This design comes from an exercise in tuning for small area, a short achievable clock period and few clock cycles per item on the open sky130 flow, not from production work.
Only simulation tests tie the RTL to the original design; equivalence was not proved.

## option_path_payoff_engine_top
module option_path_payoff_engine_top #(
    parameter int MAX_STEPS = 1024,
    parameter int DIV_ST    = 5
) (
    input  logic        i_clk,
    input  logic        i_rst_n,
    input  logic        i_in_valid,
    output logic        o_in_stall,
    input  logic [31:0] i_in_price,
    input  logic        i_in_last,
    input  logic        i_in_clear,
    output logic        o_out_valid,
    input  logic        i_out_stall,
    output logic [41:0] o_path_payoff,
    output logic [10:0] o_path_entries,
    output logic [62:0] o_total_payoff,
    output logic [39:0] o_total_entries,
    input  logic        i_cfg_we,
    input  logic [2:0]  i_cfg_index,
    input  logic [31:0] i_cfg_data
);
Size: ~16000 cells after synthesis, roughly 1100 flip-flops, roughly 230 I/O pins.
export LEC_CHECK = 0
export ABC_AREA = 1
export CAP_MARGIN = 20
export CORE_MARGIN = 2
export CORE_UTILIZATION = 35
export PLACE_DENSITY = 0.45
export SETUP_SLACK_MARGIN = 5
export SLEW_MARGIN = 20
create_clock -name core_clock -period 13.0 [get_ports {i_clk}]
run.sh (not shown) runs the stock make flow with config.mk's settings and CLKGATE_MAP_FILE= SYNTH_SCRIPT=/design/flow/synth_recipe.tcl, a recipe that flattens the netlist after the stock synthesis.
Testbench counts at the start, summed over its fixed seeds: cycles 14,756, steps 13,604.
Next try:
--- a/flow/design.v
+++ b/flow/design.v
@@ -146,42 +146,28 @@
 );
     localparam int CW = $clog2(MAX_STEPS + 1);
     localparam logic [CW-1:0] LIM1 = CW'(MAX_STEPS - 1);
     logic        r_kind, r_style;
     logic [2:0]  r_mode;
     logic [31:0] r_strike, r_barrier, r_sdisc;
-    logic [16:0] r_dsone;
-    logic [15:0] r_dstwo, r_dsneg;
-    function automatic logic [48:0] booth_sel(input logic [31:0] b);
-        logic [34:0] bx;
-        logic [16:0] one;
-        logic [15:0] two, neg;
-        bx = {2'b00, b, 1'b0};
-        for (int i = 0; i < 17; i++)
-            one[i] = bx[2*i+1] ^ bx[2*i];
-        for (int i = 0; i < 16; i++) begin
-            two[i] = (bx[2*i+2] & ~bx[2*i+1] & ~bx[2*i]) | (~bx[2*i+2] & bx[2*i+1] & bx[2*i]);
-            neg[i] = bx[2*i+2];
-        end
-        booth_sel = {one, two, neg};
-    endfunction
+    logic [33:0] r_sdisc3;            
     always_ff @(posedge i_clk) begin
         if (!i_rst_n) begin
             r_kind <= 1'b0; r_style <= oppe_pkg::STYLE_EU; r_mode <= oppe_pkg::MODE_PLAIN;
             r_strike <= '0; r_barrier <= '0; r_sdisc <= oppe_pkg::ONE_Q131;
-            {r_dsone, r_dstwo, r_dsneg} <= booth_sel(oppe_pkg::ONE_Q131);
+            r_sdisc3 <= 34'(oppe_pkg::ONE_Q131) * 34'd3;
         end else if (i_cfg_we) begin
             unique case (i_cfg_index)
                 oppe_pkg::CFG_KIND:    r_kind    <= i_cfg_data[0];
                 oppe_pkg::CFG_STYLE:   r_style   <= i_cfg_data[0];
                 oppe_pkg::CFG_MODE:    r_mode    <= i_cfg_data[2:0];
                 oppe_pkg::CFG_STRIKE:  r_strike  <= i_cfg_data;
                 oppe_pkg::CFG_BARRIER: r_barrier <= i_cfg_data;
                 oppe_pkg::CFG_DISC: begin
                     r_sdisc  <= i_cfg_data;
-                    {r_dsone, r_dstwo, r_dsneg} <= booth_sel(i_cfg_data);
+                    r_sdisc3 <= {2'b00, i_cfg_data} + {1'b0, i_cfg_data, 1'b0};
                 end
                 default: ;
             endcase
         end
     end
     logic w_up, w_dn, w_in_mode, w_out_mode, w_as_fp, w_as_fs;
@@ -255,13 +241,13 @@
     assign w_pfirst = w_d_pass[3];
     assign w_ga   = w_as_fs ? w_avg : w_price;
     assign w_gb   = w_as_fp ? w_avg : r_strike;
     assign w_gdif = r_kind ? ({1'b0, w_gb} - {1'b0, w_ga}) : ({1'b0, w_ga} - {1'b0, w_gb});
     assign w_gain = w_gdif[32] ? 32'd0 : w_gdif[31:0];
     logic [32:0] w_dq;
-    oppe_mul4s u_dmul (.a(r_disc), .one(r_dsone), .two(r_dstwo), .neg(r_dsneg), .p(w_dq));
+    oppe_mul8 u_dmul (.a(r_sdisc), .a3(r_sdisc3), .b(r_disc), .p(w_dq));
     always_ff @(posedge i_clk) begin
         if (!i_rst_n) r_g_vld <= 1'b0;
         else if (w_adv) r_g_vld <= w_d_vld;
     end
     always_ff @(posedge i_clk) begin
         if (w_adv) begin
@@ -389,34 +375,6 @@
         end
     end
     assign sum = row[0] + row[1] + row[2] + row[3] + row[4] + row[5] + row[6] + row[7] + row[8]
                + row[9] + row[10] + corr;
     assign p = sum[63:31];
 endmodule
-module oppe_mul4s (
-    input  logic [31:0] a,
-    input  logic [16:0] one,
-    input  logic [15:0] two,
-    input  logic [15:0] neg,
-    output logic [32:0] p
-);
-    logic [63:0] row [17];
-    logic [63:0] corr;
-    logic [63:0] sum;
-    always_comb begin
-        logic [33:0] pp;
-        corr = '0;
-        for (int i = 0; i < 16; i++) begin
-            for (int j = 0; j < 34; j++)
-                pp[j] = (((j < 32) ? (one[i] & a[j]) : 1'b0)
-                      | ((j >= 1 && j < 33) ? (two[i] & a[j-1]) : 1'b0)) ^ neg[i];
-            pp[33] = ~pp[33];
-            row[i] = 64'(pp) << (2*i);
-            corr = corr - (64'd1 << (33 + 2*i)) + (64'(neg[i]) << (2*i));
-        end
-        row[16] = 64'(a & {32{one[16]}}) << 32;
-    end
-    assign sum = row[0] + row[1] + row[2] + row[3] + row[4] + row[5] + row[6] + row[7] + row[8]
-               + row[9] + row[10] + row[11] + row[12] + row[13] + row[14] + row[15] + row[16]
-               + corr;
-    assign p = sum[63:31];
-endmodule
Result:
- The new run finished clean
- die area came out lower by 1.1%
- register-to-register slack degrades by 0.02 ns
- final area increases by 0.74%
- via count goes up by 4.4%
- sequential cell count is higher by 2
- clock skew increases by 0.061 ns
- fmax came out lower by 0.31%
- global-route usage rises by 2.6 points
- setup slack degrades by 0.024 ns
- routed wire length rose by 9.4%
- worst hold slack stays flat
- final cell count is higher by 2.9%
Testbench counts after the change, summed over its fixed seeds: cycles 14,756, steps 13,604.

static timing again, ports no longer ideal:
Ports are ideal in the flow. The routed layouts listed here were re-timed in OpenROAD. Step 1 sets driving cells, clkbuf_16 on the clock port and buf_2 on the other inputs (assumed; they add their load-dependent delay and slew). Step 2 times the ports against the registers' clock, not the clock port: input delays grow and output delays shrink by t, the midpoint of the rising clock arrivals with the driver on. a / b / c = no drivers / after step 1 / after step 2; a / b = the first two.
| run | shift t [ns] | setup slack, ns | worst data-port slew with drivers (ns) |
|---|---|---|---|
| the first run | 0.941 | 5.143 / 5.143 / 5.143 | 0.27 |
| the second run | 0.975 | 5.119 / 5.119 / 5.119 | 0.20 |
After both steps setup and hold are still met in every run listed.
